This is an optimization exercise on Yosys and OpenROAD, whose aim is small area, not a production implementation. In this exercise RTL edits were held to simulation tests only and were not proved equivalent to the original. Power and IR drop assume default switching activity.

==> design.v <==
`default_nettype none
module id_part (
  input  wire logic        clk,
  input  wire logic        rst,
  input  wire logic [31:0] PC,
  input  wire logic [31:0] IR,
  input  wire logic [31:0] Din,
  input  wire logic        WE,
  input  wire logic [4:0]  RW,
  output logic      [31:0] PCOut,
  output logic      [31:0] IROut,
  output logic      [31:0] signal,
  output logic      [31:0] R1,
  output logic      [31:0] R2,
  output logic      [31:0] R1Data,
  output logic      [31:0] R2Data,
  output logic      [31:0] RWOut
);
  localparam logic [5:0] c_OP_RTYPE = 6'h00, c_OP_J    = 6'h02, c_OP_JAL  = 6'h03;
  localparam logic [5:0] c_OP_BEQ   = 6'h04, c_OP_BNE  = 6'h05;
  localparam logic [5:0] c_OP_ADDI  = 6'h08, c_OP_ADDIU = 6'h09, c_OP_SLTI = 6'h0A;
  localparam logic [5:0] c_OP_SLTIU = 6'h0B, c_OP_ANDI = 6'h0C, c_OP_ORI  = 6'h0D;
  localparam logic [5:0] c_OP_XORI  = 6'h0E, c_OP_LUI  = 6'h0F;
  localparam logic [5:0] c_OP_LB    = 6'h20, c_OP_LH   = 6'h21, c_OP_LW   = 6'h23;
  localparam logic [5:0] c_OP_LBU   = 6'h24, c_OP_LHU  = 6'h25;
  localparam logic [5:0] c_OP_SB    = 6'h28, c_OP_SH   = 6'h29, c_OP_SW   = 6'h2B;
  localparam logic [1:0] c_SZ_WORD = 2'b00, c_SZ_HALF = 2'b01, c_SZ_BYTE = 2'b10;
  logic [5:0] w_op, w_funct;
  logic [4:0] w_rs, w_rt, w_rd;
  logic [4:0] w_r1, w_r2, w_rw;
  logic [3:0] w_aluop;
  logic       w_regwrite, w_memread, w_memwrite, w_alusrcimm, w_immzext;
  logic       w_beq, w_bne, w_jump, w_jumpreg, w_link, w_shamt, w_syscall;
  logic [1:0] w_memsize;
  logic       w_memsext;
  logic       w_wr_en;
  assign w_op    = IR[31:26];
  assign w_rs    = IR[25:21];
  assign w_rt    = IR[20:16];
  assign w_rd    = IR[15:11];
  assign w_funct = IR[5:0];
  always_comb begin
    w_r1 = 5'd0; w_r2 = 5'd0; w_rw = 5'd0; w_aluop = 4'd0;
    w_regwrite = 1'b0; w_memread = 1'b0; w_memwrite = 1'b0;
    w_alusrcimm = 1'b0; w_immzext = 1'b0; w_beq = 1'b0; w_bne = 1'b0;
    w_jump = 1'b0; w_jumpreg = 1'b0; w_link = 1'b0; w_shamt = 1'b0;
    w_syscall = 1'b0; w_memsize = c_SZ_WORD; w_memsext = 1'b0;
    case (w_op)
      c_OP_RTYPE: begin
        case (w_funct)
          6'h20, 6'h21, 6'h22, 6'h23, 6'h24, 6'h25, 6'h26, 6'h27, 6'h2A, 6'h2B: begin
            w_regwrite = 1'b1; w_r1 = w_rs; w_r2 = w_rt; w_rw = w_rd;
            case (w_funct)
              6'h22, 6'h23: w_aluop = 4'd1;
              6'h24:        w_aluop = 4'd2;
              6'h25:        w_aluop = 4'd3;
              6'h26:        w_aluop = 4'd4;
              6'h27:        w_aluop = 4'd5;
              6'h2A:        w_aluop = 4'd6;
              6'h2B:        w_aluop = 4'd7;
              default:      w_aluop = 4'd0;
            endcase
          end
          6'h00, 6'h02, 6'h03: begin
            w_regwrite = 1'b1; w_shamt = 1'b1; w_r1 = w_rt; w_rw = w_rd;
            w_aluop = (w_funct == 6'h00) ? 4'd8 : (w_funct == 6'h02) ? 4'd9 : 4'd10;
          end
          6'h04, 6'h06, 6'h07: begin
            w_regwrite = 1'b1; w_r1 = w_rt; w_r2 = w_rs; w_rw = w_rd;
            w_aluop = (w_funct == 6'h04) ? 4'd8 : (w_funct == 6'h06) ? 4'd9 : 4'd10;
          end
          6'h08: begin
            w_jumpreg = 1'b1; w_r1 = w_rs;
          end
          6'h0C: begin
            w_syscall = 1'b1; w_r1 = 5'd2; w_r2 = 5'd4;
          end
          default: ;
        endcase
      end
      c_OP_ADDI, c_OP_ADDIU, c_OP_SLTI, c_OP_SLTIU,
      c_OP_ANDI, c_OP_ORI, c_OP_XORI, c_OP_LUI: begin
        w_regwrite = 1'b1; w_alusrcimm = 1'b1; w_r1 = w_rs; w_rw = w_rt;
        w_immzext = (w_op >= c_OP_ANDI);
        case (w_op)
          c_OP_SLTI:  w_aluop = 4'd6;
          c_OP_SLTIU: w_aluop = 4'd7;
          c_OP_ANDI:  w_aluop = 4'd2;
          c_OP_ORI:   w_aluop = 4'd3;
          c_OP_XORI:  w_aluop = 4'd4;
          c_OP_LUI:   w_aluop = 4'd11;
          default:    w_aluop = 4'd0;
        endcase
      end
      c_OP_LB, c_OP_LH, c_OP_LW, c_OP_LBU, c_OP_LHU: begin
        w_memread = 1'b1; w_regwrite = 1'b1; w_alusrcimm = 1'b1;
        w_r1 = w_rs; w_rw = w_rt;
        w_memsize = (w_op == c_OP_LW) ? c_SZ_WORD :
                    (w_op == c_OP_LH || w_op == c_OP_LHU) ? c_SZ_HALF : c_SZ_BYTE;
        w_memsext = (w_op == c_OP_LB || w_op == c_OP_LH);
      end
      c_OP_SB, c_OP_SH, c_OP_SW: begin
        w_memwrite = 1'b1; w_alusrcimm = 1'b1; w_r1 = w_rs; w_r2 = w_rt;
        w_memsize = (w_op == c_OP_SW) ? c_SZ_WORD :
                    (w_op == c_OP_SH) ? c_SZ_HALF : c_SZ_BYTE;
      end
      c_OP_BEQ, c_OP_BNE: begin
        w_aluop = 4'd1; w_r1 = w_rs; w_r2 = w_rt;
        w_beq = (w_op == c_OP_BEQ); w_bne = (w_op == c_OP_BNE);
      end
      c_OP_J:   w_jump = 1'b1;
      c_OP_JAL: begin
        w_jump = 1'b1; w_link = 1'b1; w_regwrite = 1'b1; w_rw = 5'd31;
      end
      default: ;
    endcase
  end
  assign signal = {13'd0, w_memsext, w_memsize, w_syscall, w_shamt, w_link,
                       w_jumpreg, w_jump, w_bne, w_beq, w_immzext, w_alusrcimm,
                       w_memwrite, w_memread, w_regwrite && (w_rw != 5'd0), w_aluop};
  assign PCOut  = PC;
  assign IROut  = IR;
  assign R1     = {27'd0, w_r1};
  assign R2     = {27'd0, w_r2};
  assign RWOut  = {27'd0, w_rw};
  assign w_wr_en = WE && (RW != 5'd0);
  logic [31:1][31:0] r_regs;
  logic [31:1][31:0] w_keep_n, w_next;
  logic [31:1]       w_hold;    
  logic [31:1]       w_wr_row;  
  logic [31:0]       w_din_n;   
  logic [31:0][31:1] w_col;     
  assign w_din_n = ~(Din & {32{~rst}});
  for (genvar i = 1; i < 32; i++) begin : g_row
    assign w_hold[i] = !(rst || w_wr_row[i]);
    for (genvar j = 0; j < 32; j++) begin : g_bit
      assign w_col[j][i] = r_regs[i][j];
      id_nand2 u_keep (.a(r_regs[i][j]), .b(w_hold[i]), .y(w_keep_n[i][j]));
      id_o21ai u_next (.a1(w_hold[i]), .a2(w_din_n[j]), .b1(w_keep_n[i][j]), .y(w_next[i][j]));
    end
  end
  always_ff @(posedge clk) r_regs <= w_next;
  logic        w_byp1, w_byp2;
  logic [31:1] w_sel1, w_sel2;
  assign w_byp1 = w_wr_en && (RW == w_r1);
  assign w_byp2 = w_wr_en && (RW == w_r2);
  for (genvar i = 1; i < 32; i++) begin : g_sel
    assign w_wr_row[i] = WE && (RW == i);
    assign w_sel1[i] = (w_r1 == i) && !w_wr_row[i];
    assign w_sel2[i] = (w_r2 == i) && !w_wr_row[i];
  end
  for (genvar j = 0; j < 32; j++) begin : g_rd
    id_rdbit u_rd1 (.sel(w_sel1), .byp(w_byp1), .din(Din[j]), .col(w_col[j]), .y(R1Data[j]));
    id_rdbit u_rd2 (.sel(w_sel2), .byp(w_byp2), .din(Din[j]), .col(w_col[j]), .y(R2Data[j]));
  end
endmodule
module id_rdbit (
  input  wire logic [31:1] sel,
  input  wire logic        byp,
  input  wire logic        din,
  input  wire logic [31:1] col,
  output logic             y
);
  logic [9:0] w_t;
  logic [2:0] w_p;
  logic       w_u;
  for (genvar k = 0; k < 10; k++) begin : g_aoi
    id_a222oi u_a (.a1(sel[3*k+1]), .a2(col[3*k+1]), .b1(sel[3*k+2]), .b2(col[3*k+2]),
                   .c1(sel[3*k+3]), .c2(col[3*k+3]), .y(w_t[k]));
  end
  id_a22o  u_last (.a1(sel[31]), .a2(col[31]), .b1(byp), .b2(din), .y(w_u));
  id_nand4 u_n0 (.a(w_t[0]), .b(w_t[1]), .c(w_t[2]), .d(w_t[3]), .y(w_p[0]));
  id_nand4 u_n1 (.a(w_t[4]), .b(w_t[5]), .c(w_t[6]), .d(w_t[7]), .y(w_p[1]));
  assign w_p[2] = ~(w_t[8] & w_t[9]);
  assign y = |{w_p, w_u};
endmodule
module id_nand2 (input wire logic a, b, output logic y);
  assign y = ~(a & b);
endmodule
module id_o21ai (input wire logic a1, a2, b1, output logic y);
  assign y = ~((a1 | a2) & b1);
endmodule
module id_a222oi (input wire logic a1, a2, b1, b2, c1, c2, output logic y);
  assign y = ~((a1 & a2) | (b1 & b2) | (c1 & c2));
endmodule
module id_a22o (input wire logic a1, a2, b1, b2, output logic y);
  assign y = (a1 & a2) | (b1 & b2);
endmodule
module id_nand4 (input wire logic a, b, c, d, output logic y);
  assign y = ~(a & b & c & d);
endmodule
`default_nettype wire
==> flow/run.sh <==
#!/bin/bash
# The standard ORFS layout, with these changes: port buffers use the smallest
# buffer (buf_1); constant outputs share one tie cell; clock tree synthesis
# uses clkbuf_8 with larger sink clusters and inserts no dummy loads.
set -euo pipefail
export BUFFER_PORTS_ARGS="-buffer_cell sky130_fd_sc_hd__buf_1"
export SKIP_REPAIR_TIE_FANOUT=1
export CTS_ARGS="-sink_clustering_enable -repair_clock_nets -dont_use_dummy_load -buf_list sky130_fd_sc_hd__clkbuf_8 -sink_clustering_size 15 -sink_clustering_max_diameter 60"
bash standard.sh finish > standard.log 2>&1
==> standard.sh <==
#!/bin/bash
# synth_recipe.tcl (not shown) runs the flow's synth.tcl, then flattens the netlist and writes it again
# the make line also repeats each setting of config.mk as NAME=value (left out here)
make -C /OpenROAD-flow-scripts/flow DESIGN_CONFIG=/design/flow/config.mk WORK_HOME=/design/flow/orfs CLKGATE_MAP_FILE= SYNTH_SCRIPT=/design/flow/synth_recipe.tcl "${@:-finish}"
==> config.mk <==
export PLATFORM = sky130hd
export DESIGN_NAME = id_part
export DESIGN_NICKNAME = id_part
export VERILOG_FILES = /design/flow/design.v
export SDC_FILE = /design/flow/constraint.sdc
export NUM_CORES = 4
export LEC_CHECK = 0
export CAP_MARGIN = 10
export CORE_MARGIN = 2
export CORE_UTILIZATION = 50
export SETUP_SLACK_MARGIN = 0.05
export SLEW_MARGIN = 10
export SYNTH_HIERARCHICAL = 1
export SYNTH_MINIMUM_KEEP_SIZE = 0
==> constraint.sdc <==
create_clock -name core_clock -period 9.0 [get_ports {clk}]
set_input_delay 1.8000 -clock core_clock [delete_from_list [all_inputs] [get_ports {clk}]]
set_output_delay 1.8000 -clock core_clock [all_outputs]
set_load 0.01 [all_outputs]
==> impl_metrics.json, run 1 <==
{
  "worstMarginPinSlew_ps": 1310,
  "ant_nets": 0,
  "critical_path_arrival_ps": 6330,
  "num_io_pins": 360,
  "wl_per_cell_um": 31.3,
  "dieArea_um2": 83300,
  "hold_slack_ps": 473,
  "min_from": "r_regs[616]",
  "relSlewSlack_pct": 12.3,
  "rsz0062_at_grt": "no",
  "ys.warnings.count": 7,
  "finalInstanceArea_um2": 44200,
  "endpoint_kind": "output port",
  "p_switching_mw": 2.46,
  "dpl.hpwl_mm": 107,
  "synth_edf_count": 0,
  "combPwrFrac_pct": 11.5,
  "largest_reg_flops": 992,
  "setup_viol": 0,
  "r2r_start": "r_regs[65]",
  "netlist_instances": 4505,
  "numCtsBuffers": 86,
  "clock_latency_ps": 720,
  "grt_usage_pct": 42.0,
  "ctsHoldBuffers": 0,
  "synth_area_um2": 40500,
  "cts_resized": 0,
  "htreeDepth": 3,
  "grt_max_degree": 95,
  "die-width_um": 289,
  "yosysSeqAreaShare_pct": 49.0,
  "leakagePower_nw": 15.4,
  "initial_core_util_pct": 50.4,
  "pwr-share-seq_pct": 60.4,
  "top_register": "r_regs",
  "drive_above_1_share_pct": 7.61,
  "core_um2": 80400,
  "power.density_nw_per_um2": 189,
  "die_h_um": 289,
  "drtIter0Drc": 8635,
  "startpoint_type": "input pin",
  "crit_start": "IR[29]",
  "drcViolationCount": 0,
  "drv_cap": 0,
  "synth_top_area_share_pct": 49.0,
  "finalWorstSetupSlack_ps": 865,
  "finalCritPeriodShare_pct": 90.4,
  "dpl-instance-area_um2": 43000,
  "drt_wl_total_mm": 182,
  "grt_overflow_total": 0,
  "clk_path_buf_depth": 3,
  "min_path_type": "flop to flop",
  "power_frac_clock_pct": 28.0,
  "setup_tns_ps": 0,
  "yosysUniqueCellTypes": 68,
  "postCtsSetupRepairBufs": 0,
  "syn_nets": 4609,
  "reg.largest.list": "r_regs: 992 flops",
  "cts_sinks": 992,
  "fin_skew_ps": 0,
  "cp.required_ps": 7200,
  "synthTopCellsByArea": "dfxtp_1 49%, a222oi_1 16%, o21ai_1 12%",
  "period_needed_ps": 8130,
  "nets": 4849,
  "fmax_ghz": 0.123,
  "place_congestion": 0.973,
  "yosysTopAreaCell": "dfxtp_1",
  "hold_violations": 0,
  "ir_worst_vdd_mv": 0.125,
  "r2r_setup_slack_ps": 8150,
  "dp_slack_ps": 1150,
  "via_per_inst": 7.17,
  "grt_pass1_wl_mm": 259,
  "drv_slew": 0,
  "synth_seq_cells": 992,
  "ys.flop_type": "dfxtp_1",
  "clkTransAtPathRegs_ps": 60,
  "syn_avg_cell_area_um2": 8.99,
  "status": "no timing/DRC/antenna violations",
  "port_buffers": 191,
  "p_sw_share_pct": 29.4,
  "worstSetupPathType": "input pin to output port",
  "async_reset_ff_share_pct": 0,
  "vias": 41600,
  "ctsRootBufferMaster": "clkbuf_8",
  "synthToLayoutAreaGrowth_pct": 9.12,
  "grt_pass1_vias": 37600,
  "cts_tree": "built",
  "cp_max_fo": 23,
  "antenna_found_initial": 7,
  "row_count": 104,
  "p_int_mw": 5.90,
  "firstDrtPassIters": 14
}
[cells in the mapped netlist, types with 2 or more instances]
cell type	instances
o21ai_0	11
and3_1	3
a22o_1	66
a221o_1	5
o22ai_1	5
nand4_1	132
a211oi_1	2
or3_4	4
xnor2_1	4
nand4b_1	2
a31oi_1	2
a222oi_1	640
a21oi_2	2
inv_1	11
nand2_1	1032
nand3_1	81
a21o_1	2
dfxtp_1	992
and2_1	4
a2111oi_1	2
buf_2	6
nor3_1	135
nand3b_1	2
o21ai_1	992
a21oi_1	6
clkbuf_1	13
a22oi_4	3
nor2b_1	6
buf_4	171
nand2b_1	41
a21boi_0	2
nor2_1	75
buf_1	2
nor4_1	5
a22oi_1	2
nor3_2	5
inv_2	3
or3_1	3
buf_6	2
[per-module statistics from Yosys, one instance, submodules excluded]
module	flops+latches	cells inside	copies in the design	area [um^2]
id_a22o	0	1	64	8.76
id_rdbit	0	2	64	10.0
id_nand4	0	1	128	6.26
id_o21ai	0	1	992	5.00
id_a222oi	0	1	640	10.0
id_part	992	1561	1	23400
id_nand2	0	1	992	3.75
[stage by stage]
stage	power (mW)	std cells	utilization, %
after floorplan	5.70	4505	-
after global placement	6.05	5717	53.5
after detailed placement	6.07	5717	53.5
after CTS	8.34	5803	55.0
after global routing	8.65	5806	55.0
final	8.37	5806	55.0
[metal layers]
| metal | share of wire, % | track usage (%) | vias to the layer above |
|---|---|---|---|
| li1 | - | - | 18300 |
| met1 | 37 | 55.7 | 19400 |
| met2 | 41 | 61.6 | 3247 |
| met3 | 15 | 13.2 | 673 |
| met4 | 5.9 | 21.3 | 4 |
| met5 | 0.013 | 0.114 | - |
[path summary, 6_finish.rpt]
kind	endpoint	cells after the start
worst max-delay path	R1Data[3]	13
worst max register to register	r_regs[65]	2
worst min register to register	r_regs[616]	2
worst min-delay path	r_regs[616]	2
[layout make-up]
| class | count | area (um^2) |
|---|---|---|
| sequential | 992 | 19900 |
| fill | 7691 | 36200 |
| tap | 1060 | 1330 |
| antenna | 3 | 7.51 |
| multi-input combinational | 3305 | 19800 |
| clock buffer | 86 | 1180 |
| inverter | 14 | 52.6 |
| timing repair buffer | 346 | 2000 |
[critical path: stages]
cell and delay [ps]:
buf_1 590, o22ai_1 200, a2111o_2 620, o21ai_4 150, a22o_2 280, nand2b_1 190
nor3_2 1080, buf_4 590, a222oi_1 130, nand4_1 250, nor3_1 130, nand3_1 140
buf_1 160
[cells in the final DEF (no fill, tap or decap), drive strengths merged, types with 2 or more instances in the layout]
| master | synthesis | routed |
|---|---|---|
| a22oi | 6 | 6 |
| nand4b | 2 | 2 |
| a21boi | 3 | 3 |
| xnor2 | 4 | 4 |
| nand3b | 2 | 2 |
| a211oi | 2 | 2 |
| a31oi | 2 | 2 |
| buf | 181 | 345 |
| a222oi | 640 | 640 |
| nor2b | 6 | 6 |
| nor2 | 76 | 76 |
| nand2b | 41 | 41 |
| and3 | 3 | 3 |
| a2111oi | 2 | 2 |
| inv | 14 | 14 |
| clkbuf | 13 | 87 |
| nand4 | 132 | 132 |
| nand2 | 1033 | 1033 |
| diode | 0 | 3 |
| nand3 | 81 | 81 |
| o21ai | 1005 | 1005 |
| a21o | 3 | 3 |
| a22o | 67 | 67 |
| a221o | 5 | 5 |
| or3 | 7 | 7 |
| and2 | 4 | 4 |
| nor3 | 140 | 140 |
| dfxtp | 992 | 992 |
| nor3b | 2 | 2 |
| o22ai | 5 | 5 |
| nor4 | 6 | 6 |
| a21oi | 9 | 9 |
[logic make-up (layout without fill, tap and decap cells)]
family | count (synthesis) | in the layout | share of synthesized area [%]
muxes | 1 | 1 | 0.0247
other | 1 | 4 | 0.00926
and+or+nand+nor | 1540 | 1540 | 16.5
DFF | 992 | 992 | 49.0
AOI/OAI and AO/OA | 1758 | 1758 | 30.8
buffers and inverters | 208 | 446 | 3.57
xor gates and xnor gates | 5 | 5 | 0.108
[power groups by stage]
stage | clock network, mW | logic [mW] | registers [mW]
after floorplan | 0 | 0.638 | 5.07
after global placement | 0 | 0.914 | 5.13
after detailed placement | 0 | 0.933 | 5.14
after CTS | 2.36 | 0.933 | 5.04
after global routing | 2.51 | 1.03 | 5.10
final | 2.34 | 0.965 | 5.06
==> run 2, diff against run 1 <==
==> flow/run.sh (replaced) <==
#!/bin/bash
# The standard ORFS layout, with these changes: the register file's hold
# gates use o21ai_0 after synthesis; port buffers use the smallest buffer
# (buf_1); constant outputs share one tie cell; clock tree synthesis uses
# clkbuf_8 with sink clusters of up to 15 and inserts no dummy loads; after
# global routing, gates off the critical paths are downsized (power recovery).
set -euo pipefail
export BUFFER_PORTS_ARGS="-buffer_cell sky130_fd_sc_hd__buf_1"
export SKIP_REPAIR_TIE_FANOUT=1
export RECOVER_POWER=100
export CTS_ARGS="-sink_clustering_enable -repair_clock_nets -dont_use_dummy_load -buf_list sky130_fd_sc_hd__clkbuf_8 -sink_clustering_size 15 -sink_clustering_max_diameter 60"
bash standard.sh synth > standard_synth.log 2>&1
res=orfs/results/sky130hd/id_part/base
SYNTH_ODB=$res/1_synth.odb openroad -no_init -exit flow/swap_o21ai.tcl > swap.log 2>&1
touch $res/1_synth.sdc
bash standard.sh finish > standard.log 2>&1
==> flow/swap_o21ai.tcl (new file) <==
# Use o21ai_0 (same area as o21ai_1, lower input capacitance) for the
# register file's hold gates (the o21ai cells that drive a flip-flop's D
# pin), which load the high-fanout row and column nets.
read_db $::env(SYNTH_ODB)
set db [ord::get_db]
set m0 [$db findMaster sky130_fd_sc_hd__o21ai_0]
set n 0
foreach inst [[ord::get_db_block] getInsts] {
  if {[[$inst getMaster] getName] ne "sky130_fd_sc_hd__o21ai_1"} continue
  set net [[$inst findITerm Y] getNet]
  if {$net eq "NULL" || $net eq ""} continue
  set to_d 0
  foreach it [$net getITerms] {
    if {[[$it getMTerm] getName] eq "D" && [string match "sky130_fd_sc_hd__dfxtp*" [[[$it getInst] getMaster] getName]]} { set to_d 1 }
  }
  if {$to_d} { $inst swapMaster $m0; incr n }
}
puts "swapped $n instances to o21ai_0"
write_db $::env(SYNTH_ODB)
==> run 2 against run 1 <==
Net effect:
- now fails the layout checks on max-capacitance violations, max-slew violations
- setup slack got worse by 370 ps
- combinational power decreased by 7.4%
- fmax decreased by 4.4%
- synthesized area unchanged
- register-to-register slack improved by 20 ps
- sequential cell count unchanged
- sequential power about the same
- critical path depth unchanged
- final cell count decreased by 0.28%
- non-clock buffer count decreased by 14
- clock power decreased by 3%
- via count about the same
==> impl_metrics.json, run 2 <==
{
  "wl_met1_mm": 67.1,
  "synth_seq_cells": 992,
  "postCtsSetupRepairBufs": 0,
  "ys_top_cells_by_count": "1032 x nand2_1, 992 x dfxtp_1, 992 x o21ai_1",
  "ant_nets": 0,
  "syn_nets": 4609,
  "yosysMostFrequentCell": "nand2_1",
  "async_reset_ff_share_pct": 0,
  "top_layer": "met5",
  "clkTransAtPathRegs_ps": 60,
  "yosysSeqAreaShare_pct": 49.0,
  "cts_sinks": 992,
  "grt_max_degree": 95,
  "p_sw_share_pct": 29.0,
  "synth_edf_count": 0,
  "whs_endpoint": "r_regs[154]",
  "r2r_setup_slack_ps": 8170,
  "stdcell_count": 5790,
  "worstSetupPathType": "input pin to output port",
  "initial_core_util_pct": 50.4,
  "netlist_instances": 4505,
  "period_needed_ps": 8510,
  "relSlewSlack_pct": -161,
  "cp_cell_sequence": "clkbuf_1 -> nor4_1 -> nand2_1 -> nor2_2 -> a22o_1 -> nand2_1 -> nor3_2 -> clkbuf_2 -> a222oi_1 -> nand4_1 -> nor3_1 -> nand3_1 -> buf_1",
  "top_register": "r_regs",
  "power.density_nw_per_um2": 189,
  "grt_pass1_wl_mm": 256,
  "endpoint_kind": "output port",
  "htreeDepth": 3,
  "drv_slew": 2105,
  "min_path_type": "flop to flop",
  "core_um2": 80400,
  "syn_avg_cell_area_um2": 8.99,
  "combPwrFrac_pct": 10.9,
  "hold_slack_ps": 485,
  "p_int_mw": 5.84,
  "whs_path_depth": 2,
  "fillers": 7765,
  "crit_top_cell": "nand2_1",
  "layout_common_cells": "1033 x nand2_1, 1003 x o21ai_0, 992 x dfxtp_1",
  "rsz0062_at_grt": "no",
  "status": "finished with violations",
  "critical_path_arrival_ps": 6710,
  "crit_slowest_cell": "nor3_2",
  "cts_resized": 0,
  "drtIter0Drc": 8258,
  "clock_latency_ps": 690,
  "wl_met3_mm": 28.8,
  "setup_tns_ps": 0,
  "die-width_um": 289,
  "pwr-share-seq_pct": 61.5,
  "min_from": "r_regs[154]",
  "wl_per_cell_um": 31.2,
  "drt_wl_total_mm": 181,
  "numCtsBuffers": 83,
  "num_io_pins": 360,
  "dpl.hpwl_mm": 109,
  "cp_slowest_stage_delay_ps": 790,
  "largest_reg_flops": 992,
  "ys.warnings.count": 7,
  "leakagePower_nw": 15.1,
  "worstReg2RegEnd": "r_regs[219]",
  "antenna_found_initial": 5,
  "reg.largest.list": "r_regs: 992 flops",
  "fmax_ghz": 0.118,
  "p_switching_mw": 2.39,
  "met2WireLength_mm": 73.6,
  "cp_max_fo": 19,
  "cts_tree": "built",
  "hold_violations": 0,
  "drv_cap": 56,
  "yosysUniqueCellTypes": 68,
  "grt_overflow_total": 0,
  "cp.required_ps": 7200,
  "utilization_pct": 54.2,
  "fin_skew_ps": 0,
  "synthToLayoutAreaGrowth_pct": 7.63,
  "startpoint_type": "input pin",
  "layout.failed_checks": "max-capacitance violations, max-slew violations",
  "die_h_um": 289,
  "synth_area_um2": 40500,
  "ctsHoldBuffers": 0,
  "worstMarginPinSlew_ps": 3920,
  "dieArea_um2": 83300,
  "row_count": 104,
  "grt_pass1_vias": 37200,
  "via_per_inst": 7.19,
  "synth_top_area_share_pct": 49.0,
  "setup_viol": 0,
  "power_frac_clock_pct": 27.7,
  "synthTopCellsByArea": "dfxtp_1 49%, a222oi_1 16%, o21ai_1 12%",
  "r2r_start": "r_regs[219]",
  "ctsRootBufferMaster": "clkbuf_8",
  "yosysTopAreaCell": "dfxtp_1",
  "vias": 41600,
  "post-place-cells": 5703,
  "clk_path_buf_depth": 3,
  "firstDrtPassIters": 15,
  "ys.flop_type": "dfxtp_1",
  "ff2ff_path_depth": 2,
  "place_congestion": 0.994,
  "drcViolationCount": 0,
  "port_buffers": 191,
  "nets": 4832,
  "finalCritPeriodShare_pct": 94.5,
  "ir_worst_vdd_mv": 0.120,
  "grt_usage_pct": 41.6,
  "layout_commonest_cell": "nand2_1",
  "drive_above_1_share_pct": 5.80
}
run 2: cell counts after synthesis:
Identical to the previous run, type by type.
run 2: worst max path at each step:
stage / start / endpoint / slack (ps) / depth (start not counted)
after floorplan: IR[31] / R2Data[0] / 740 / 11
after global placement: IR[28] / R2Data[19] / 1150 / 13
after detailed placement: IR[28] / R2Data[31] / 1150 / 13
after CTS: IR[28] / R2Data[19] / 1140 / 13
after global routing: IR[29] / R2Data[18] / 350 / 13
final: IR[29] / R2Data[21] / 490 / 13
run 2: worst max-delay path, delay by kind of cell:
kind	cells	cell delay [ps]
simple gates	8	3030
buf+inv	3	1280
compound gates	2	580
run 2: power by group through the flow:
stage                     logic [mW]  registers [mW]  clock network (mW)
after floorplan                0.571            5.07                   0
after global placement         0.849            5.13                   0
after detailed placement       0.868            5.14                   0
after CTS                      0.868            5.04                2.31
after global routing           0.964            5.10                2.47
final                          0.894            5.06                2.28
run 2: stage by stage:
step / cell area [um^2] / total power, mW / setup slack (ps)
floorplan: 40500 / 5.64 / 738
global placement: 42800 / 5.98 / 1150
detailed placement: 42800 / 6.01 / 1150
CTS: 44000 / 8.22 / 1140
global route: 43600 / 8.53 / 352
finish: 43600 / 8.23 / 494
run 2: layout make-up:
type	instances	area, um^2	area share (%)
inverters	14	52.6	0.121
repair buffers	332	1680	3.85
clock buffers	83	1140	2.62
diodes	4	10.0	0.0230
multi-input cells	3305	19500	44.8
well taps	1060	1330	3.04
flip-flops and latches	992	19900	45.6
run 2: metal layers:
| metal | up-vias | GRT usage (%) |
|---|---|---|
| met5 | - | 0.625 |
| met3 | 713 | 13.3 |
| li1 | 18200 | - |
| met1 | 19500 | 54.6 |
| met2 | 3270 | 60.7 |
| met4 | 4 | 22.5 |
run 2: modules after synthesis (local to each module, per instance):
module / cell area, um^2 / flops+latches / cells / times used
id_part: 23400 / 992 / 1561 / 1
id_nand2: 3.75 / 0 / 1 / 992
id_a222oi: 10.0 / 0 / 1 / 640
id_o21ai: 5.00 / 0 / 1 / 992
id_nand4: 6.26 / 0 / 1 / 128
id_a22o: 8.76 / 0 / 1 / 64
id_rdbit: 10.0 / 0 / 2 / 64
run 2: cell families (layout without fill, tap and decap cells):
group           count (synthesis)  count (layout)  share of synthesized area, %
compound gates               1758            1758                          30.8
simple gates                 1540            1540                          16.5
flops                         992             992                          49.0
buf+inv                       208             429                          3.57
xor+xnor                        5               5                         0.108
other cells                     1               5                       0.00926
mux                             1               1                        0.0247
==> run 3, diff against run 2 <==
==> flow/run.sh (replaced) <==
#!/bin/bash
# The standard ORFS layout, with these changes: the register file's hold
# gates use o21ai_0 after synthesis; port buffers use the smallest buffer
# (buf_1); constant outputs share one tie cell; clock tree synthesis uses
# clkbuf_8 with sink clusters of up to 15 and inserts no dummy loads.
set -euo pipefail
export BUFFER_PORTS_ARGS="-buffer_cell sky130_fd_sc_hd__buf_1"
export SKIP_REPAIR_TIE_FANOUT=1
export CTS_ARGS="-sink_clustering_enable -repair_clock_nets -dont_use_dummy_load -buf_list sky130_fd_sc_hd__clkbuf_8 -sink_clustering_size 15 -sink_clustering_max_diameter 60"
bash standard.sh synth > standard_synth.log 2>&1
res=orfs/results/sky130hd/id_part/base
SYNTH_ODB=$res/1_synth.odb openroad -no_init -exit flow/swap_o21ai.tcl > swap.log 2>&1
touch $res/1_synth.sdc
bash standard.sh finish > standard.log 2>&1
==> run 3 against run 2 <==
Net effect:
- now clean on timing, DRC and antenna
- hold slack better by 2.0 ps
- global-route usage unchanged
- via count up 0.31%
- fmax up 4.0%
- utilization up 0.47 points
- synthesized area unchanged
- count of clock-buffer cells in the layout unchanged
- routed wire length about the same
- final cell count about the same
- combinational power up 0.7%
- largest power group unchanged
- register-to-register slack better by 150 ps
==> impl_metrics.json, run 3 <==
{
  "antenna_found_initial": 5,
  "syn_avg_cell_area_um2": 8.99,
  "ys_top_cells_by_count": "1032 x nand2_1, 992 x dfxtp_1, 992 x o21ai_1",
  "synthTopCellsByArea": "dfxtp_1 49%, a222oi_1 16%, o21ai_1 12%",
  "cts_sinks": 992,
  "vias": 41800,
  "firstDrtPassIters": 13,
  "wl_per_cell_um": 31.2,
  "drive_above_1_share_pct": 7.28,
  "cp.required_ps": 7200,
  "drcViolationCount": 0,
  "port_buffers": 191,
  "met3_usage_pct": 13.3,
  "setup_viol": 0,
  "cts_resized": 0,
  "ctsRootBufferMaster": "clkbuf_8",
  "ys.warnings.count": 7,
  "finalCritPeriodShare_pct": 90.9,
  "min_path_type": "flop to flop",
  "crit_slowest_cell": "nor3_1",
  "place_congestion": 0.994,
  "initial_core_util_pct": 50.4,
  "endpoint_kind": "output port",
  "syn_nets": 4609,
  "clkTransAtPathRegs_ps": 60,
  "relSlewSlack_pct": 14.4,
  "clk_path_buf_depth": 3,
  "synth_seq_cells": 992,
  "rsz0062_at_grt": "no",
  "power.density_nw_per_um2": 187,
  "numCtsBuffers": 83,
  "drv_slew": 0,
  "htreeDepth": 3,
  "hold_violations": 0,
  "ctsHoldBuffers": 0,
  "synth_top_area_share_pct": 49.0,
  "row_count": 104,
  "async_reset_ff_share_pct": 0,
  "cts_tree": "built",
  "synthToLayoutAreaGrowth_pct": 8.56,
  "core_um2": 80400,
  "dieArea_um2": 83300,
  "netlist_instances": 4505,
  "yosysMostFrequentCell": "nand2_1",
  "nets": 4832,
  "setup_tns_ps": 0,
  "startpoint_type": "input pin",
  "yosysTopAreaCell": "dfxtp_1",
  "leakagePower_nw": 15.3,
  "top_register": "r_regs",
  "status": "no timing/DRC/antenna violations",
  "cp_slowest_stage_delay_ps": 630,
  "cp_max_fo": 32,
  "dpl.hpwl_mm": 109,
  "drv_cap": 0,
  "yosysSeqAreaShare_pct": 49.0,
  "grt_pass1_wl_mm": 256,
  "period_needed_ps": 8180,
  "ant_nets": 0,
  "drtIter0Drc": 8450,
  "fin_skew_ps": 0,
  "drt_wl_total_mm": 181,
  "num_io_pins": 360,
  "crit_top_cell": "buf_1",
  "utilization_pct": 54.7,
  "whs_path_depth": 2,
  "clock_latency_ps": 690,
  "die-width_um": 289,
  "fmax_ghz": 0.122,
  "synth_edf_count": 0,
  "largest_reg_flops": 992,
  "grt_usage_pct": 41.6,
  "grt_overflow_total": 0,
  "synth_area_um2": 40500,
  "layout_commonest_cell": "nand2_1",
  "met1_usage_pct": 54.6,
  "yosysUniqueCellTypes": 68,
  "critical_path_arrival_ps": 6380,
  "worstSetupPathType": "input pin to output port",
  "grt_pass1_vias": 37200,
  "total_power_mw": 8.24,
  "grt_max_degree": 95,
  "top_usage_layer": "met2",
  "worstMarginPinSlew_ps": 1280,
  "reg.largest.list": "r_regs: 992 flops",
  "via_per_inst": 7.21,
  "ff2ff_path_depth": 2,
  "layout_common_cells": "1032 x nand2_1, 1003 x o21ai_0, 992 x dfxtp_1",
  "postCtsSetupRepairBufs": 0,
  "ir_worst_vdd_mv": 0.120,
  "grtUsageMet2_pct": 60.7,
  "ys.flop_type": "dfxtp_1",
  "cp_cell_sequence": "buf_1 -> o22ai_1 -> a2111o_2 -> o21ai_4 -> o2bb2ai_1 -> nand2b_1 -> nor3_4 -> buf_4 -> a222oi_1 -> nand4_1 -> nor3_1 -> nand3_1 -> buf_1",
  "die_h_um": 289
}
[run 3: cell counts after synthesis]
No cell type changed its count.
[run 3: metrics by stage]
step	cells	hold slack, ps	cell area [um^2]	setup slack, ps
finish	5787	487	44000	821
global route	5787	508	44000	681
CTS	5786	483	44000	1140
detailed placement	5703	468	42800	1150
global placement	5703	458	42800	1150
floorplan	4505	448	40500	738
[run 3: power breakdown]
part           internal [mW]  total [mW]  switching (mW)
Sequential              4.77        5.06           0.291
Combinational          0.251       0.900           0.650
Clock                  0.825        2.28            1.46
[run 3: worst paths after layout]
kind / start / end / slack (ps)
setup / recovery: IR[29] / R1Data[31] / 820
hold / removal: r_regs[154] / r_regs[154] / 490
setup reg to reg: r_regs[606] / r_regs[606] / 8320
hold reg to reg: r_regs[154] / r_regs[154] / 490
[run 3: layout make-up]
type	instances	area, um^2
fillers	7681	36400
flip-flops and latches	992	19900
multi-input cells	3305	19800
repair buffers	332	1820
well taps	1060	1330
clock buffers	83	1140
inverters	14	52.6
diodes	1	2.50
[run 3: per-module statistics from Yosys, one instance, submodules excluded]
module,copies in the design,cell area (um^2),flops+latches
id_part,1,23400,992
id_nand4,128,6.26,0
id_nand2,992,3.75,0
id_a222oi,640,10.0,0
id_a22o,64,8.76,0
id_rdbit,64,10.0,0
id_o21ai,992,5.00,0
[run 3: metal layers]
layer,routed length [um],vias to the layer above,part of all wire (%)
met3,28900,734,16
li1,-,18200,-
met4,11100,2,6.2
met2,73800,3312,41
met5,9,-,0.0050
met1,67000,19500,37
[run 3: critical path, delay by kind of cell]
kind	cells	cell delay, ps
and+or+nand+nor	5	1750
AOI/OAI and AO/OA	5	1730
buffers and inverters	3	1060
[run 3: cell families after synthesis]
family | synth area share, %
multiplexers | 0.0247
AND/OR/NAND/NOR | 16.5
other | 0.00926
flip-flops | 49.0
XOR/XNOR | 0.108
buffers and inverters | 3.57
AO/OA/AOI/OAI | 30.8
==> run 4, diff against run 3 <==
--- a/config.mk
+++ b/config.mk
@@ -7,7 +7,7 @@
 export LEC_CHECK = 0
 export CAP_MARGIN = 10
 export CORE_MARGIN = 2
-export CORE_UTILIZATION = 50
+export CORE_UTILIZATION = 45
 export SETUP_SLACK_MARGIN = 0.05
 export SLEW_MARGIN = 10
 export SYNTH_HIERARCHICAL = 1
==> run 4 against run 3 <==
Net effect:
- sequential share of layout area fell by 0.13 points
- die area rose by 11%
- combinational power barely moved
- hold slack got worse by 1.6 ps
- synthesized area did not move
- register-to-register slack about the same
- sequential power about the same
- global-route usage is 4.1 points lower
- design area is 0.30% higher
- clock skew stayed put
- critical path type unchanged
- critical endpoint is now R1Data[10]
- count of clock-buffer cells in the layout is 1 higher
==> impl_metrics.json, run 4 <==
{
  "nets": 4818,
  "synth.area.mux_share_pct": 0.0247,
  "ctsRootBufferMaster": "clkbuf_8",
  "synth_area_um2": 40500,
  "stdcell_count": 5897,
  "synth_simple_gate_area_share_pct": 16.5,
  "min_from": "r_regs[804]",
  "synthTopCellsByArea": "dfxtp_1 49%, a222oi_1 16%, o21ai_1 12%",
  "layout_commonest_cell": "nand2_1",
  "clk_path_buf_depth": 3,
  "numCtsBuffers": 84,
  "drtIter0Drc": 8799,
  "synth_xor_area_share_pct": 0.108,
  "crit_slowest_cell": "nor3_2",
  "yosysTopAreaCell": "dfxtp_1",
  "rsz0062_at_grt": "no",
  "clkTransAtPathRegs_ps": 60,
  "period_needed_ps": 8250,
  "post-place-cells": 5803,
  "ys_top_cells_by_count": "1032 x nand2_1, 992 x dfxtp_1, 992 x o21ai_1",
  "cts_sinks": 992,
  "htreeDepth": 3,
  "endpoint_kind": "output port",
  "dpl.hpwl_mm": 106,
  "setup_tns_ps": 0,
  "wl_per_cell_um": 31.0,
  "synth_top_area_share_pct": 49.0,
  "grt_max_degree": 95,
  "synth_top_family_by_area": "compound AO/OA/AOI/OAI gates",
  "utilization_pct": 49.2,
  "synth_seq_cells": 992,
  "ant_nets": 0,
  "cp.required_ps": 7200,
  "netlist_instances": 4505,
  "cp_max_fo": 19,
  "syn_avg_cell_area_um2": 8.99,
  "vias": 41500,
  "cp_slowest_stage_delay_ps": 1050,
  "min_path_type": "flop to flop",
  "clock_latency_ps": 710,
  "die-width_um": 304,
  "layout_common_cells": "1032 x nand2_1, 1003 x o21ai_0, 992 x dfxtp_1",
  "grt_pass1_wl_mm": 259,
  "drcViolationCount": 0,
  "status": "no timing/DRC/antenna violations",
  "drive_above_1_share_pct": 7.05,
  "cts_resized": 0,
  "antenna_found_initial": 15,
  "crit_start": "IR[29]",
  "fmax_ghz": 0.121,
  "initial_core_util_pct": 45.2,
  "total_power_mw": 8.25,
  "yosysMostFrequentCell": "nand2_1",
  "place_congestion": 0.947,
  "drt_wl_total_mm": 183,
  "ir_worst_vdd_mv": 0.132,
  "worstSetupPathType": "input pin to output port",
  "reg.largest.list": "r_regs: 992 flops",
  "core_um2": 89600,
  "synth_edf_count": 0,
  "syn_nets": 4609,
  "synth-compound-area-share_pct": 30.8,
  "grt_usage_pct": 37.6,
  "ys.warnings.count": 7,
  "synth_fa_ha_area_share_pct": 0,
  "worstMarginPinSlew_ps": 1250,
  "ys.flop_type": "dfxtp_1",
  "drv_slew": 0,
  "drv_cap": 0,
  "top_register": "r_regs",
  "relSlewSlack_pct": 16.1,
  "ctsHoldBuffers": 0,
  "row_count": 110,
  "synthToLayoutAreaGrowth_pct": 8.88,
  "startpoint_type": "input pin",
  "finalWorstSetupSlack_ps": 747,
  "yosysSeqAreaShare_pct": 49.0,
  "grt_overflow_total": 0,
  "finalInstanceArea_um2": 44100,
  "yosysUniqueCellTypes": 68,
  "async_reset_ff_share_pct": 0,
  "dpl-instance-area_um2": 42900,
  "hold_slack_ps": 486,
  "dp_slack_ps": 1090,
  "port_buffers": 191,
  "postCtsSetupRepairBufs": 0,
  "dieArea_um2": 92400,
  "r2r_start": "r_regs[637]",
  "largest_reg_flops": 992,
  "die_h_um": 304,
  "firstDrtPassIters": 14,
  "via_per_inst": 7.03,
  "setup_viol": 0,
  "critical_path_arrival_ps": 6450,
  "cts_tree": "built",
  "fillers": 8954,
  "num_io_pins": 360,
  "fin_skew_ps": 0,
  "cp_cell_sequence": "buf_1 -> o22ai_1 -> a2111o_2 -> o21ai_4 -> o2bb2ai_1 -> nand3_1 -> nor3_2 -> buf_4 -> buf_4 -> a222oi_1 -> nand4_1 -> nor3_1 -> nand3_1 -> buf_1",
  "leakagePower_nw": 15.3,
  "finalCritPeriodShare_pct": 91.7,
  "hold_violations": 0,
  "grt_pass1_vias": 37800,
  "power.density_nw_per_um2": 187
}
[run 4: kinds of logic (layout without fill, tap and decap cells)]
group	count (synthesis)	after routing
other cells	1	10
mux	1	1
compound gates	1758	1758
xor+xnor	5	5
buf+inv	208	415
simple gates	1540	1540
flops	992	992
[run 4: routing by layer]
metal | GRT usage [%] | vias up | wire length, um
met5 | 0 | - | 60
met4 | 22.1 | 10 | 12400
met3 | 12.5 | 750 | 27300
met2 | 54.7 | 3147 | 74600
met1 | 48.4 | 19400 | 68400
li1 | - | 18100 | -
[run 4: path summary, 6_finish.rpt]
kind | endpoint | slack (ps) | depth (start not counted)
max | R1Data[10] | 750 | 14
min reg2reg | r_regs[804] | 490 | 2
min | r_regs[804] | 490 | 2
max reg2reg | r_regs[637] | 8320 | 2
[run 4: critical path: cells and delay by family]
kind            cells  cell delay, ps
simple gates        5            1880
buf+inv             4            1360
compound gates      5            1400
[run 4: area by class of cell]
type,instances,area (um^2),share of cell area [%]
Sequential cell,992,19900,45.0
Multi-Input combinational cell,3305,19800,44.8
Timing Repair Buffer,317,1760,4.00
Tap cell,1176,1470,3.34
Clock buffer,84,1160,2.62
Inverter,14,52.6,0.119
Antenna cell,9,22.5,0.0511
[run 4: Yosys stat by module (local to each module, per instance)]
module     cells  area, um^2  flip-flops and latches  copies in the design
id_a222oi      1        10.0                       0                   640
id_a22o        1        8.76                       0                    64
id_nand4       1        6.26                       0                   128
id_rdbit       2        10.0                       0                    64
id_part     1561       23400                     992                     1
id_o21ai       1        5.00                       0                   992
id_nand2       1        3.75                       0                   992
[run 4: power breakdown]
part           internal [mW]  switching [mW]  total (mW)  leakage [nW]
Combinational          0.248           0.649       0.897          6.44
Sequential              4.77           0.287        5.05          8.25
Clock                  0.835            1.46        2.30         0.604
Total                   5.85            2.40        8.25          15.3
==> run 5, diff against run 4 <==
==> flow/run.sh (replaced) <==
#!/bin/bash
# The standard ORFS layout, with these changes: the register file's hold
# gates use o21ai_0 after synthesis; port buffers use the smallest buffer
# (buf_1); constant outputs share one tie cell; clock tree synthesis uses
# clkbuf_8 with sink clusters of up to 17 and inserts no dummy loads.
set -euo pipefail
export BUFFER_PORTS_ARGS="-buffer_cell sky130_fd_sc_hd__buf_1"
export SKIP_REPAIR_TIE_FANOUT=1
export CTS_ARGS="-sink_clustering_enable -repair_clock_nets -dont_use_dummy_load -buf_list sky130_fd_sc_hd__clkbuf_8 -sink_clustering_size 17 -sink_clustering_max_diameter 60"
bash standard.sh synth > standard_synth.log 2>&1
res=orfs/results/sky130hd/id_part/base
SYNTH_ODB=$res/1_synth.odb openroad -no_init -exit flow/swap_o21ai.tcl > swap.log 2>&1
touch $res/1_synth.sdc
bash standard.sh finish > standard.log 2>&1
--- a/config.mk
+++ b/config.mk
@@ -7,7 +7,7 @@
 export LEC_CHECK = 0
 export CAP_MARGIN = 10
 export CORE_MARGIN = 2
-export CORE_UTILIZATION = 45
+export CORE_UTILIZATION = 50
 export SETUP_SLACK_MARGIN = 0.05
 export SLEW_MARGIN = 10
 export SYNTH_HIERARCHICAL = 1
==> run 5 against run 4 <==
Net effect:
- total power fell by 0.76%
- critical path depth fell by 1
- via count rose by 0.73%
- utilization rose by 5.4 points
- hold slack improved by 2.0 ps
- first-iteration DRC count fell by 3.7%
- register-to-register slack barely moved
- setup slack improved by 150 ps
- fmax rose by 1.8%
==> impl_metrics.json, run 5 <==
{
  "yosysSeqAreaShare_pct": 49.0,
  "num_io_pins": 360,
  "clkTransAtPathRegs_ps": 70,
  "drt_wl_total_mm": 181,
  "register_area_um2": 19900,
  "netlist_instances": 4505,
  "cts_sinks": 992,
  "drive_above_1_share_pct": 7.18,
  "top_register": "r_regs",
  "die_h_um": 289,
  "drtIter0Drc": 8470,
  "power.density_nw_per_um2": 186,
  "synthTopCellsByArea": "dfxtp_1 49%, a222oi_1 16%, o21ai_1 12%",
  "dieArea_um2": 83300,
  "dpl.hpwl_mm": 109,
  "worstSetupPathType": "input pin to output port",
  "ys_top_cells_by_count": "1032 x nand2_1, 992 x dfxtp_1, 992 x o21ai_1",
  "critical_path_arrival_ps": 6300,
  "grt_pass1_wl_mm": 256,
  "ctsHoldBuffers": 0,
  "r2r_setup_slack_ps": 8320,
  "largest_reg_flops": 992,
  "layout_common_cells": "1032 x nand2_1, 1003 x o21ai_0, 992 x dfxtp_1",
  "synth_edf_count": 0,
  "core_um2": 80400,
  "status": "no timing/DRC/antenna violations",
  "post-place-cells": 5703,
  "dpl-instance-area_um2": 42800,
  "syn_avg_cell_area_um2": 8.99,
  "ant_nets": 0,
  "drv_slew": 0,
  "leakagePower_nw": 15.3,
  "period_needed_ps": 8100,
  "cts_tree": "built",
  "ctsRootBufferMaster": "clkbuf_8",
  "place_congestion": 0.994,
  "stdcell_count": 5784,
  "die-width_um": 289,
  "antenna_found_initial": 5,
  "cp_max_fo": 32,
  "via_per_inst": 7.22,
  "numCtsBuffers": 78,
  "ir_worst_vdd_mv": 0.109,
  "setup_viol": 0,
  "hold_violations": 0,
  "ys.warnings.count": 7,
  "grt_usage_pct": 41.6,
  "ys.flop_type": "dfxtp_1",
  "firstDrtPassIters": 17,
  "finalInstanceArea_um2": 43900,
  "finalCritPeriodShare_pct": 90.0,
  "synthToLayoutAreaGrowth_pct": 8.40,
  "startpoint_type": "input pin",
  "port_buffers": 191,
  "multi_input_area_um2": 19800,
  "cp.required_ps": 7200,
  "fillers": 7694,
  "nets": 4827,
  "worstMarginPinSlew_ps": 1350,
  "wl_per_cell_um": 31.3,
  "grt_pass1_vias": 37200,
  "fin_skew_ps": 0,
  "grt_max_degree": 95,
  "synth_top_area_share_pct": 49.0,
  "setup_tns_ps": 0,
  "rsz0062_at_grt": "no",
  "synth_seq_cells": 992,
  "fmax_ghz": 0.123,
  "endpoint_kind": "output port",
  "synth_area_um2": 40500,
  "cts_resized": 0,
  "drcViolationCount": 0,
  "relSlewSlack_pct": 10.3,
  "min_path_type": "flop to flop",
  "syn_nets": 4609,
  "vias": 41800,
  "clk_path_buf_depth": 3,
  "yosysMostFrequentCell": "nand2_1",
  "yosysTopAreaCell": "dfxtp_1",
  "grt_overflow_total": 0,
  "drv_cap": 0,
  "postCtsSetupRepairBufs": 0,
  "htreeDepth": 3,
  "yosysUniqueCellTypes": 68,
  "reg.largest.list": "r_regs: 992 flops",
  "layout_commonest_cell": "nand2_1",
  "async_reset_ff_share_pct": 0,
  "initial_core_util_pct": 50.4,
  "row_count": 104,
  "clock_latency_ps": 730
}
run 5: path summary, 6_finish.rpt:
kind / startpoint / to / depth (start not counted)
max: IR[28] / R2Data[31] / 13
min: r_regs[417] / r_regs[417] / 2
min reg2reg: r_regs[417] / r_regs[417] / 2
max reg2reg: r_regs[982] / r_regs[982] / 2
run 5: cells by family (layout without fill, tap and decap cells):
family	count (synthesis)	in the layout	share of synthesized area [%]
AO/OA/AOI/OAI	1758	1758	30.8
XOR/XNOR	5	5	0.108
buffers and inverters	208	424	3.57
flip-flops	992	992	49.0
multiplexers	1	1	0.0247
other	1	4	0.00926
AND/OR/NAND/NOR	1540	1540	16.5
run 5: metrics by stage:
step                      hold slack [ps]  total power, mW  util, %  worst slack (ps)
final                                 488             8.18     54.6               896
after global routing                  508             8.47     54.6               732
after CTS                             483             8.15     54.6              1140
after detailed placement              468             6.01     53.3              1150
after global placement                458             5.98     53.3              1150
after floorplan                       448             5.64        -               738
run 5: metal layers:
metal	global-route usage [%]	vias up	wire (um)
met5	1.14	-	89
li1	-	18200	-
met4	21.8	8	10700
met3	12.7	729	27400
met2	61.0	3250	74300
met1	55.0	19600	68500
run 5: power by group:
part	leakage [nW]	total, mW	switching [mW]	internal (mW)
clock network	0.561	2.22	1.45	0.778
registers	8.25	5.06	0.292	4.77
logic	6.50	0.900	0.649	0.251
total	15.3	8.18	2.39	5.79
run 5: layout make-up:
cell class                      count  share of cell area, %
Multi-Input combinational cell   3305                   45.0
Timing Repair Buffer              332                   4.14
Inverter                           14                  0.120
Sequential cell                   992                   45.2
Clock buffer                       78                   2.45
Antenna cell                        3                 0.0171
Tap cell                         1060                   3.02
run 5: per-module statistics from Yosys, one instance, submodules excluded:
module,cell area (um^2),cells inside
id_a222oi,10.0,1
id_o21ai,5.00,1
id_part,23400,1561
id_a22o,8.76,1
id_rdbit,10.0,2
id_nand4,6.26,1
id_nand2,3.75,1
run 5: critical path, stage by stage:
cell and delay, ps:
buf_1 470, or4b_1 500, a31oi_1 350, a21o_2 240, a22o_1 290, nand2b_1 530, nor3_2 60, buf_4 350
a222oi_1 420, nand4_1 360, nor3_1 560, nand3_1 180, buf_1 160

## what the ideal ports hide
The results above use ideal ports. As a check the final layouts listed here were re-extracted and re-timed, cells and wires unchanged. Step 1, drivers: a clkbuf_16 drives clk and a buf_2 each remaining input, both assumed. Step 2 times the ports against the registers' clock, not the clock port: input delays grow and output delays shrink by t, the midpoint of the rising clock arrivals with the driver on. Three values: ideal, step 1, step 2; two values: the first two.
run | t, ns | slack for setup (ns) | hold slack, ns | worst setup path after step 2 | cell pins on the clock port's net
run 1 | 0.779 | 0.865 / 0.839 / 0.839 | 0.473 / 0.473 / 0.473 | input to output | 1
run 2 | 0.768 | 0.494 / 0.474 / 0.474 | 0.485 / 0.485 / 0.485 | input to output | 1
run 3 | 0.768 | 0.821 / 0.796 / 0.796 | 0.487 / 0.487 / 0.487 | input to output | 1
run 4 | 0.748 | 0.747 / 0.720 / 0.720 | 0.486 / 0.486 / 0.486 | input to output | 1
run 5 | 0.762 | 0.896 / 0.871 / 0.871 | 0.488 / 0.488 / 0.488 | input to output | 1
The setup slack of run 4, which loses most, moves by -0.027 ns with the drivers and by -0.027 ns with both steps.
